This design comes from an exercise in tuning for small area, a short achievable clock period and few clock cycles per item on the open sky130 flow, not from production work. RTL that was checked went through simulation tests only; none was proved equivalent to the original.

==> module rgb_packer, before the edit <==
module rgb_packer (
	input logic CLOCK_50_I,
	input logic resetn,
	input logic launch,
	input logic last_launch,
	input logic [SAMPLE_W-1:0] win_y_even,
	input logic [SAMPLE_W-1:0] win_y_odd,
	input logic [0:5][SAMPLE_W-1:0] win_u_taps,
	input logic [0:5][SAMPLE_W-1:0] win_v_taps,
	output logic out_valid,
	output logic [WORD_W-1:0] out_word,
	output logic out_line_end
);
	logic [0:6] a;
	logic last_q;
	logic end_q;
	always_ff @(posedge CLOCK_50_I or negedge resetn) begin
		if (!resetn) begin
			a <= '0;
			last_q <= 1'b0;
			end_q <= 1'b0;
		end else begin
			a <= {launch, a[0:5]};
			if (launch)
				last_q <= last_launch;
			end_q <= a[5] && last_q && !(a[0] || a[1] || a[2]);
		end
	end
	always_ff @(posedge CLOCK_50_I) begin
		out_valid <= a[4] || a[5] || a[6];
		out_line_end <= a[6] && end_q;
	end
	logic [0:5][SAMPLE_W-1:0] taps;
	logic [8:0] p0_q, p1_q, p2_q;
	logic [9:0] f_a, f_b, f_a_q, f_b_q;
	logic f_c, f_c_q;
	logic [9:0] f_s;
	logic [SAMPLE_W-1:0] f_odd;     
	logic [SAMPLE_W-1:0] u_odd_q;   
	assign taps = a[1] ? win_v_taps : win_u_taps;
	always_ff @(posedge CLOCK_50_I) begin
		p0_q <= {1'b0, taps[2]} + {1'b0, taps[3]};
		p1_q <= {1'b0, taps[1]} + {1'b0, taps[4]};
		p2_q <= {1'b0, taps[0]} + {1'b0, taps[5]};
	end
	filt_sum filt_i (
		.p0(p0_q), .p1(p1_q), .p2(p2_q),
		.f_a(f_a), .f_b(f_b), .f_c(f_c)
	);
	assign f_s = f_a_q + f_b_q + {9'd0, f_c_q};
	assign f_odd = f_s[9] ? 8'h00 : (f_s[8] ? 8'hff : f_s[7:0]);
	always_ff @(posedge CLOCK_50_I) begin
		f_a_q <= f_a;
		f_b_q <= f_b;
		f_c_q <= f_c;
		u_odd_q <= f_odd;
	end
	logic [SAMPLE_W-1:0] y_odd_q;
	logic [SAMPLE_W-1:0] py, pu, pv;
	logic [9:0] r_a, r_b, g_a, g_b, r_a_q, r_b_q, g_a_q, g_b_q;
	logic [10:0] b_a, b_b, b_a_q, b_b_q;
	logic r_c, g_c, b_c;
	logic r_c_q, g_c_q, b_c_q;
	logic [SAMPLE_W-1:0] r_px, g_px, b_px;
	logic [SAMPLE_W-1:0] g_hold, b_hold;
	always_ff @(posedge CLOCK_50_I) begin
		y_odd_q <= win_y_odd;
		py <= a[3] ? y_odd_q : win_y_even;
		pu <= a[3] ? u_odd_q : win_u_taps[2];
		pv <= a[3] ? f_odd : win_v_taps[2];
	end
	csc_sum csc_i (
		.y(py), .u(pu), .v(pv),
		.r_a(r_a), .r_b(r_b), .r_c(r_c),
		.g_a(g_a), .g_b(g_b), .g_c(g_c),
		.b_a(b_a), .b_b(b_b), .b_c(b_c)
	);
	function automatic logic [SAMPLE_W-1:0] sat10(input logic [9:0] x, input logic [9:0] y, input logic c);
		logic [9:0] s;
		s = x + y + {9'd0, c};
		sat10 = s[9] ? 8'h00 : s[8] ? 8'hff : s[7:0];
	endfunction
	function automatic logic [SAMPLE_W-1:0] sat11(input logic [10:0] x, input logic [10:0] y, input logic c);
		logic [10:0] s;
		s = x + y + {10'd0, c};
		sat11 = s[10] ? 8'h00 : (s[9] || s[8]) ? 8'hff : s[7:0];
	endfunction
	assign r_px = sat10(r_a_q, r_b_q, r_c_q);
	assign g_px = sat10(g_a_q, g_b_q, g_c_q);
	assign b_px = sat11(b_a_q, b_b_q, b_c_q);
	always_ff @(posedge CLOCK_50_I) begin
		r_a_q <= r_a; r_b_q <= r_b; r_c_q <= r_c;
		g_a_q <= g_a; g_b_q <= g_b; g_c_q <= g_c;
		b_a_q <= b_a; b_b_q <= b_b; b_c_q <= b_c;
		g_hold <= g_px;
		b_hold <= b_px;
		if (a[4])
			out_word <= {r_px, g_px};
		else if (a[5])
			out_word <= {b_hold, r_px};
		else
			out_word <= {g_hold, b_hold};
	end
endmodule
==> flow/config.mk <==
export PLATFORM = sky130hd
export DESIGN_NAME = yuv_to_rgb
export DESIGN_NICKNAME = yuv_to_rgb
export VERILOG_FILES = /design/flow/design.v
export SDC_FILE = /design/flow/constraint.sdc
export NUM_CORES = 4
export LEC_CHECK = 0
export CAP_MARGIN = 20
export CORE_MARGIN = 2
export CORE_UTILIZATION = 60
export CTS_CLUSTER_DIAMETER = 100
export CTS_CLUSTER_SIZE = 30
export PLACE_DENSITY = 0.7
export SLEW_MARGIN = 20
==> flow/constraint.sdc <==
create_clock -name core_clock -period 15.0 [get_ports {CLOCK_50_I}]
set_input_delay 3.0000 -clock core_clock [delete_from_list [all_inputs] [get_ports {CLOCK_50_I}]]
set_output_delay 3.0000 -clock core_clock [all_outputs]
set_load 0.01 [all_outputs]
standard.sh (not shown) runs the stock make flow with config.mk's settings and CLKGATE_MAP_FILE= SYNTH_SCRIPT=/design/flow/synth_recipe.tcl, a recipe that flattens the netlist after the stock synthesis.
==> flow/flow/run.sh <==
#!/bin/bash
set -euo pipefail
bash standard.sh SETUP_SLACK_MARGIN=11 finish > make_finish.log 2>&1
Testbench counts at the start, summed over its fixed seeds: cycles 15,496, items 5,120.
Rerun with:
--- a/flow/design.v
+++ b/flow/design.v
@@ -826,14 +826,23 @@
 	logic f_c, f_c_q;
 	logic [9:0] f_s;
 	logic [SAMPLE_W-1:0] f_odd;     
 	logic [SAMPLE_W-1:0] u_odd_q;   
 	assign taps = a[1] ? win_v_taps : win_u_taps;
+	function automatic logic [8:0] add8(input logic [7:0] x, input logic [7:0] y);
+		logic c;
+		c = 1'b0;
+		for (int i = 0; i < 8; i++) begin
+			add8[i] = x[i] ^ y[i] ^ c;
+			c = (x[i] & y[i]) | (x[i] & c) | (y[i] & c);
+		end
+		add8[8] = c;
+	endfunction
 	always_ff @(posedge CLOCK_50_I) begin
-		p0_q <= {1'b0, taps[2]} + {1'b0, taps[3]};
-		p1_q <= {1'b0, taps[1]} + {1'b0, taps[4]};
-		p2_q <= {1'b0, taps[0]} + {1'b0, taps[5]};
+		p0_q <= add8(taps[2], taps[3]);
+		p1_q <= add8(taps[1], taps[4]);
+		p2_q <= add8(taps[0], taps[5]);
 	end
 	filt_sum filt_i (
 		.p0(p0_q), .p1(p1_q), .p2(p2_q),
 		.f_a(f_a), .f_b(f_b), .f_c(f_c)
 	);
Effect: The new run went through all stages and came out clean; core utilization goes down by 0.17 points; clock skew is about the same; critical path depth is higher by 3; wire length shrinks by 3.7%; non-clock buffer count decreases by 22; via count shrinks by 6.5%; worst setup slack gets worse by 20 ps; sequential share of layout area rose by 1.0 points.
Only the layout flow was run in the second run of this note; the RTL was not checked for function there.

==> re-timing with driven ports <==
The results above use ideal ports. As a check the final layouts listed here were re-extracted and re-timed, cells and wires unchanged. Step 1: set_driving_cell puts a clkbuf_16 on CLOCK_50_I and a buf_2 on each other input, an assumption about the parent block. Step 2 adds t to the input delays and takes it off the output delays; t is the mean of the earliest and latest rising clock arrival at the registers after step 1. Input paths then give back, and output paths get back, about the clock's delay inside the block. a / b / c = ideal ports / drivers / drivers and shift; a / b = the first two.
run	t (ns)	slack for setup (ns)	worst hold slack (ns)	worst slew at a driven data input, ns	pins driven straight from the clock port
the first run	0.578	11.027 / 10.972 / 10.582	0.347 / 0.347 / 0.347	0.04	1
the second run	0.579	11.007 / 10.965 / 10.461	0.339 / 0.339 / 0.339	0.03	1
After both steps every run listed still meets setup and hold. For the second run, which loses most, drivers alone change the setup slack by -0.042 ns; drivers and shift together by -0.546 ns.
